From an optimization exercise on the open Yosys and OpenROAD flow, aimed at small area; shortcuts taken in it are not production practice. The RTL was checked by simulation tests, not by an equivalence proof against the original design. The flow treats the clock pin as an ideal source, which a real chip does not have. No activity file was given, so power comes from the tool's default toggle rates.

==> v37: inputs <==
==> flow/design.v <==
module reram_activation_buffer #(
   parameter int NUM_NEURONS = 256,
   parameter int IDX_W       = 8,
   parameter int IN_W        = 16,
   parameter int OUT_W       = 8,
   parameter int SHIFT       = 4
) (
   input  logic                   clk,
   input  logic                   rst,
   input  logic                   in_valid,
   input  logic [IDX_W-1:0]       in_idx,
   input  logic signed [IN_W-1:0] in_value,
   output logic                   out_valid,
   input  logic                   out_ready,
   output logic [OUT_W-1:0]       out_data,
   output logic [IDX_W-1:0]       out_idx,
   output logic                   out_last,
   output logic                   frame_done,
   output logic                   drop_err,
   output logic                   dup_err,
   input  logic                   err_clear,
   output logic                   argmax_valid,
   output logic [IDX_W-1:0]       argmax_idx
);
   localparam int NW = NUM_NEURONS;
   logic                   drain;      
   logic [IDX_W-1:0]       cnt;        
   logic [NW-1:0]          bitmap;
   logic [OUT_W-1:0]       mem [NW];
   logic [IDX_W-1:0]       addr;
   logic                   port_en;
   logic [NW-1:0]          sel;
   logic [OUT_W-1:0]       rd_data;
   logic [OUT_W-1:0]       wr_data;
   logic                   wr_en;
   logic                   is_dup;
   logic                   enter_drain;
   logic                   hs;
   logic                   last_hs;
   logic signed [IN_W-1:0] shifted;
   logic [OUT_W-1:0]       act_val;
   assign shifted = in_value >>> SHIFT;
   always_comb begin
      act_val = shifted[OUT_W-1:0];
      if (in_value[IN_W-1])
         act_val = '0;
      else if (|shifted[IN_W-2:OUT_W])
         act_val = '1;
   end
   assign addr    = drain ? cnt : in_idx;
   assign port_en = drain | in_valid;
   always_comb begin
      for (int i = 0; i < NW; i++)
         sel[i] = port_en && (addr == IDX_W'(i));
   end
   always_comb begin
      rd_data = '0;
      is_dup  = 1'b0;
      for (int i = 0; i < NW; i++) begin
         rd_data = rd_data | (mem[i] & {OUT_W{sel[i]}});
         is_dup  = is_dup | (bitmap[i] & sel[i]);
      end
   end
   assign wr_data = drain ? rd_data : act_val;
   always_ff @(posedge clk) begin
      for (int i = 0; i < NW; i++)
         if (sel[i])
            mem[i] <= wr_data;
   end
   assign wr_en       = !drain && in_valid;
   assign enter_drain = wr_en && !is_dup && (cnt == IDX_W'(NW-1));
   assign hs       = out_valid && out_ready;
   assign out_idx  = cnt;
   assign out_data = rd_data;
   assign out_last = out_valid && (cnt == IDX_W'(NW-1));
   assign last_hs  = hs && out_last;
   always_ff @(posedge clk or posedge rst) begin
      if (rst)
         bitmap <= '0;
      else if (last_hs)
         bitmap <= '0;
      else
         bitmap <= bitmap | sel;
   end
   always_ff @(posedge clk or posedge rst) begin
      if (rst) begin
         drain      <= 1'b0;
         cnt        <= '0;
         out_valid  <= 1'b0;
         frame_done <= 1'b0;
      end else begin
         frame_done <= last_hs;
         if (!drain) begin
            if (wr_en && !is_dup)
               cnt <= cnt + 1'b1;
            if (enter_drain)
               drain <= 1'b1;
         end else begin
            if (!out_valid)
               out_valid <= 1'b1;
            else if (hs) begin
               cnt <= cnt + 1'b1;
               if (out_last) begin
                  out_valid <= 1'b0;
                  drain     <= 1'b0;
               end
            end
         end
      end
   end
   always_ff @(posedge clk or posedge rst) begin
      if (rst) begin
         drop_err <= 1'b0;
         dup_err  <= 1'b0;
      end else if (err_clear) begin
         drop_err <= 1'b0;
         dup_err  <= 1'b0;
      end else begin
         if (in_valid && drain)
            drop_err <= 1'b1;
         if (wr_en && is_dup)
            dup_err <= 1'b1;
      end
   end
   logic [IN_W+IDX_W-1:0] max_key;
   logic [IN_W+IDX_W-1:0] in_key;
   logic                  first;
   assign in_key = {~in_value[IN_W-1], in_value[IN_W-2:0], ~in_idx};
   assign first  = (cnt == '0);
   always_ff @(posedge clk) begin
      if (wr_en && (first || (in_key > max_key)))
         max_key <= in_key;
   end
   assign argmax_valid = drain;
   assign argmax_idx   = drain ? ~max_key[IDX_W-1:0] : '0;
endmodule
==> flow/run.sh <==
#!/bin/bash
# synth_recipe.tcl (not shown) runs the flow's synth.tcl, then flattens the netlist and writes it again
# the make line also repeats each setting of config.mk as NAME=value (left out here)
make -C /OpenROAD-flow-scripts/flow DESIGN_CONFIG=/design/flow/config.mk WORK_HOME=/design/flow/orfs CLKGATE_MAP_FILE= SYNTH_SCRIPT=/design/flow/synth_recipe.tcl finish
==> flow/config.mk <==
export PLATFORM = sky130hd
export DESIGN_NAME = reram_activation_buffer
export DESIGN_NICKNAME = reram_activation_buffer
export VERILOG_FILES = /design/flow/design.v
export SDC_FILE = /design/flow/constraint.sdc
export NUM_CORES = 4
export LEC_CHECK = 0
export CAP_MARGIN = 20
export CORE_MARGIN = 2
export CORE_UTILIZATION = 40
export SLEW_MARGIN = 20
==> flow/constraint.sdc <==
create_clock -name core_clock -period 6.0 [get_ports {clk}]
set_input_delay 1.2000 -clock core_clock [delete_from_list [all_inputs] [get_ports {clk}]]
set_output_delay 1.2000 -clock core_clock [all_outputs]
set_load 0.01 [all_outputs]
==> v33: changes against v37 <==
==> flow/design.v, changed modules only <==
module reram_activation_buffer #(
   parameter int NUM_NEURONS = 256,
   parameter int IDX_W       = 8,
   parameter int IN_W        = 16,
   parameter int OUT_W       = 8,
   parameter int SHIFT       = 4
) (
   input  logic                   clk,
   input  logic                   rst,
   input  logic                   in_valid,
   input  logic [IDX_W-1:0]       in_idx,
   input  logic signed [IN_W-1:0] in_value,
   output logic                   out_valid,
   input  logic                   out_ready,
   output logic [OUT_W-1:0]       out_data,
   output logic [IDX_W-1:0]       out_idx,
   output logic                   out_last,
   output logic                   frame_done,
   output logic                   drop_err,
   output logic                   dup_err,
   input  logic                   err_clear,
   output logic                   argmax_valid,
   output logic [IDX_W-1:0]       argmax_idx
);
   localparam int NW = NUM_NEURONS;
   logic                   drain;      
   logic [IDX_W-1:0]       cnt;        
   logic [NW-1:0]          bitmap;
   logic [OUT_W-1:0]       mem [NW];
   logic [IDX_W-1:0]       ra;
   logic [OUT_W-1:0]       rd_data;
   logic                   wr_en;
   logic                   is_dup;
   logic                   enter_drain;
   logic                   hs;
   logic                   last_hs;
   logic signed [IN_W-1:0] shifted;
   logic [OUT_W-1:0]       act_val;
   assign shifted = in_value >>> SHIFT;
   always_comb begin
      act_val = shifted[OUT_W-1:0];
      if (in_value[IN_W-1])
         act_val = '0;
      else if (|shifted[IN_W-2:OUT_W])
         act_val = '1;
   end
   assign ra    = cnt + IDX_W'(out_valid);
   assign is_dup = bitmap[in_idx];
   assign rd_data = mem[ra];
   always_ff @(posedge clk) begin
      if (wr_en)
         mem[in_idx] <= act_val;
   end
   assign wr_en       = !drain && in_valid;
   assign enter_drain = wr_en && !is_dup && (cnt == IDX_W'(NW-1));
   assign hs       = out_valid && out_ready;
   assign out_idx  = cnt;
   assign out_last = out_valid && (cnt == IDX_W'(NW-1));
   assign last_hs  = hs && out_last;
   always_ff @(posedge clk or posedge rst) begin
      if (rst)
         bitmap <= '0;
      else if (last_hs)
         bitmap <= '0;
      else if (wr_en)
         bitmap[in_idx] <= 1'b1;
   end
   always_ff @(posedge clk or posedge rst) begin
      if (rst) begin
         drain      <= 1'b0;
         cnt        <= '0;
         out_valid  <= 1'b0;
         frame_done <= 1'b0;
      end else begin
         frame_done <= last_hs;
         if (!drain) begin
            if (wr_en && !is_dup)
               cnt <= cnt + 1'b1;
            if (enter_drain)
               drain <= 1'b1;
         end else begin
            if (!out_valid)
               out_valid <= 1'b1;
            else if (hs) begin
               cnt <= cnt + 1'b1;
               if (out_last) begin
                  out_valid <= 1'b0;
                  drain     <= 1'b0;
               end
            end
         end
      end
   end
   always_ff @(posedge clk) begin
      if (drain && (!out_valid || out_ready))
         out_data <= rd_data;
   end
   always_ff @(posedge clk or posedge rst) begin
      if (rst) begin
         drop_err <= 1'b0;
         dup_err  <= 1'b0;
      end else if (err_clear) begin
         drop_err <= 1'b0;
         dup_err  <= 1'b0;
      end else begin
         if (in_valid && drain)
            drop_err <= 1'b1;
         if (wr_en && is_dup)
            dup_err <= 1'b1;
      end
   end
   logic [IN_W+IDX_W-1:0] max_key;
   logic [IN_W+IDX_W-1:0] in_key;
   logic                  first;
   assign in_key = {~in_value[IN_W-1], in_value[IN_W-2:0], ~in_idx};
   assign first  = (cnt == '0);
   always_ff @(posedge clk) begin
      if (wr_en && (first || (in_key > max_key)))
         max_key <= in_key;
   end
   assign argmax_valid = drain;
   assign argmax_idx   = drain ? ~max_key[IDX_W-1:0] : '0;
endmodule
--- a/flow/config.mk
+++ b/flow/config.mk
@@ -10,2 +10,5 @@
 export CORE_UTILIZATION = 40
+export CTS_BUF_LIST = sky130_fd_sc_hd__clkbuf_8
+export CTS_CLUSTER_DIAMETER = 60
+export CTS_CLUSTER_SIZE = 16
 export SLEW_MARGIN = 20
==> v6: changes against v37 <==
==> flow/design.v, changed modules only <==
module reram_activation_buffer #(
   parameter int NUM_NEURONS = 256,
   parameter int IDX_W       = 8,
   parameter int IN_W        = 16,
   parameter int OUT_W       = 8,
   parameter int SHIFT       = 4
) (
   input  logic                   clk,
   input  logic                   rst,
   input  logic                   in_valid,
   input  logic [IDX_W-1:0]       in_idx,
   input  logic signed [IN_W-1:0] in_value,
   output logic                   out_valid,
   input  logic                   out_ready,
   output logic [OUT_W-1:0]       out_data,
   output logic [IDX_W-1:0]       out_idx,
   output logic                   out_last,
   output logic                   frame_done,
   output logic                   drop_err,
   output logic                   dup_err,
   input  logic                   err_clear,
   output logic                   argmax_valid,
   output logic [IDX_W-1:0]       argmax_idx
);
   localparam int NW = NUM_NEURONS;
   logic                   drain;      
   logic [IDX_W-1:0]       cnt;        
   logic [NW-1:0]          bitmap;
   logic [NW-1:0][OUT_W-1:0] mem;
   logic [IDX_W-1:0]       ra;
   logic [OUT_W-1:0]       rd_data;
   logic                   wr_en;
   logic                   is_dup;
   logic                   enter_drain;
   logic                   hs;
   logic                   last_hs;
   logic signed [IN_W-1:0] shifted;
   logic [OUT_W-1:0]       act_val;
   assign shifted = in_value >>> SHIFT;
   always_comb begin
      act_val = shifted[OUT_W-1:0];
      if (in_value[IN_W-1])
         act_val = '0;
      else if (|shifted[IN_W-2:OUT_W])
         act_val = '1;
   end
   assign wr_en = !drain && in_valid;
   assign ra    = cnt + IDX_W'(out_valid);
   localparam int K  = 8;
   localparam int KW = 3;             
   localparam int NG = NW / K;
   logic [K-1:0]     ra_oh;
   logic [OUT_W-1:0] grp_data [NG];
   always_comb begin
      for (int j = 0; j < K; j++)
         ra_oh[j] = (ra[KW-1:0] == KW'(j));
      for (int g = 0; g < NG; g++) begin
         grp_data[g] = '0;
         for (int j = 0; j < K; j++)
            grp_data[g] = grp_data[g] | (mem[K*g+j] & {OUT_W{ra_oh[j]}});
      end
   end
   logic [NG-1:0]    rg_oh;
   always_comb begin
      for (int g = 0; g < NG; g++)
         rg_oh[g] = (ra[IDX_W-1:KW] == (IDX_W-KW)'(g));
      rd_data = '0;
      for (int g = 0; g < NG; g++)
         rd_data = rd_data | (grp_data[g] & {OUT_W{rg_oh[g]}});
   end
   logic [NW-1:0] wsel;
   always_comb begin
      for (int i = 0; i < NW; i++)
         wsel[i] = wr_en && (in_idx[7:4] == 4'(i >> 4)) && (in_idx[3:0] == 4'(i & 15));
   end
   assign is_dup = !fresh && |(bitmap & wsel);
   logic [NW-1:0] whold;
   always_comb begin
      for (int i = 0; i < NW; i++)
         whold[i] = !wr_en || (in_idx[7:5] != 3'(i >> 5)) ||
                    (in_idx[4:2] != 3'((i >> 2) & 7)) || (in_idx[1:0] != 2'(i & 3));
   end
   always_ff @(posedge clk) begin
      for (int i = 0; i < NW; i++)
         mem[i] <= (mem[i] & {OUT_W{whold[i]}}) | (act_val & {OUT_W{wsel[i]}});
   end
   assign enter_drain = wr_en && !is_dup && (cnt == IDX_W'(NW-1));
   assign hs       = out_valid && out_ready;
   assign out_idx  = cnt;
   assign out_last = out_valid && (cnt == IDX_W'(NW-1));
   assign last_hs  = hs && out_last;
   logic fresh;
   always_ff @(posedge clk or posedge rst) begin
      if (rst)
         fresh <= 1'b1;
      else
         fresh <= 1'b0;
   end
   always_ff @(posedge clk) begin
      if (fresh || last_hs)
         bitmap <= wsel;
      else
         bitmap <= bitmap | wsel;
   end
   always_ff @(posedge clk or posedge rst) begin
      if (rst) begin
         drain      <= 1'b0;
         cnt        <= '0;
         out_valid  <= 1'b0;
         frame_done <= 1'b0;
      end else begin
         frame_done <= last_hs;
         if (!drain) begin
            if (wr_en && !is_dup)
               cnt <= cnt + 1'b1;
            if (enter_drain)
               drain <= 1'b1;
         end else begin
            if (!out_valid)
               out_valid <= 1'b1;
            else if (hs) begin
               cnt <= cnt + 1'b1;
               if (out_last) begin
                  out_valid <= 1'b0;
                  drain     <= 1'b0;
               end
            end
         end
      end
   end
   always_ff @(posedge clk) begin
      if (drain && (!out_valid || out_ready))
         out_data <= rd_data;
   end
   always_ff @(posedge clk or posedge rst) begin
      if (rst) begin
         drop_err <= 1'b0;
         dup_err  <= 1'b0;
      end else if (err_clear) begin
         drop_err <= 1'b0;
         dup_err  <= 1'b0;
      end else begin
         if (in_valid && drain)
            drop_err <= 1'b1;
         if (wr_en && is_dup)
            dup_err <= 1'b1;
      end
   end
   logic [IN_W+IDX_W-1:0] max_key;
   logic [IN_W+IDX_W-1:0] in_key;
   logic                  first;
   assign in_key = {~in_value[IN_W-1], in_value[IN_W-2:0], ~in_idx};
   assign first  = (cnt == '0);
   always_ff @(posedge clk) begin
      if (wr_en && (first || (in_key > max_key)))
         max_key <= in_key;
   end
   assign argmax_valid = drain;
   assign argmax_idx   = drain ? ~max_key[IDX_W-1:0] : '0;
endmodule
==> flow/flow/run.sh (new file) <==
#!/bin/bash
set -euo pipefail
export CTS_ARGS="-sink_clustering_enable -repair_clock_nets -dont_use_dummy_load -buf_list sky130_fd_sc_hd__clkbuf_8 -sink_clustering_size 16 -sink_clustering_max_diameter 60"
export BUFFER_PORTS_ARGS="-buffer_cell sky130_fd_sc_hd__buf_1"
bash standard.sh > standard.log 2>&1
==> flow/standard.sh (new file) <==
#!/bin/bash
# synth_recipe.tcl (not shown) runs the flow's synth.tcl, then flattens the netlist and writes it again
# the make line also repeats each setting of config.mk as NAME=value (left out here)
make -C /OpenROAD-flow-scripts/flow DESIGN_CONFIG=/design/flow/config.mk WORK_HOME=/design/flow/orfs CLKGATE_MAP_FILE= SYNTH_SCRIPT=/design/flow/synth_recipe.tcl "${@:-finish}"
--- a/flow/config.mk
+++ b/flow/config.mk
@@ -9,3 +9,7 @@
 export CORE_MARGIN = 2
-export CORE_UTILIZATION = 40
+export CORE_UTILIZATION = 60
+export CTS_BUF_LIST = sky130_fd_sc_hd__clkbuf_8
+export CTS_CLUSTER_DIAMETER = 60
+export CTS_CLUSTER_SIZE = 16
+export PLACE_DENSITY = 0.72
 export SLEW_MARGIN = 20
removed: flow/run.sh
==> notes.md <==
status timing/DRC/antenna clean; Clock power frac 19.6%; Post-synth EDFFs 2,080; Int Pwr 29.0 mW; net switching power 14.1 mW
Source of the figures above: v33

==> notes.md <==
status timing/DRC/antenna clean; net switching power 11.5 mW; r2r startpoint out_valid$_DFFE_PP0P_; Int Pwr 20.2 mW; DRT iter0 DRCs 12,400; Post-synth EDFFs 32; Clock power frac 23.6%; M2 GR Usage 70.3%; first-pass iteration count of the detailed router 8
Source of the figures above: v6

==> notes.md <==
final setup vio count 8; violated checks negative setup slack; final setup margin -964 ps; status failed layout checks
Source of the figures above: v37

afterwards: timing with drivers on the ports:
Ports are ideal in the flow. The routed layouts listed here were re-timed in OpenROAD. Step 1: set_driving_cell puts a clkbuf_16 on clk and a buf_2 on each other input, an assumption about the parent block. Step 2 adds t to the input delays and takes it off the output delays; t is the mean of the earliest and latest rising clock arrival at the registers after step 1. Input paths then give back, and output paths get back, about the clock's delay inside the block. Three values: no drivers, after step 1, after step 2; two values: the first two.
run	t (ns)	slack for setup (ns)	clock arrival spread, ns	slew at the worst register clock pin (ns)	pins driven straight from the clock port
v37	1.004	-0.964 / -1.069 / -0.931	0.057 / 0.058	0.07 / 0.07	1
v33	1.057	0.982 / 0.905 / 1.043	0.066 / 0.066	0.11 / 0.11	1
v6	1.004	0.244 / 0.244 / 0.244	0.102 / 0.102	0.12 / 0.12	1
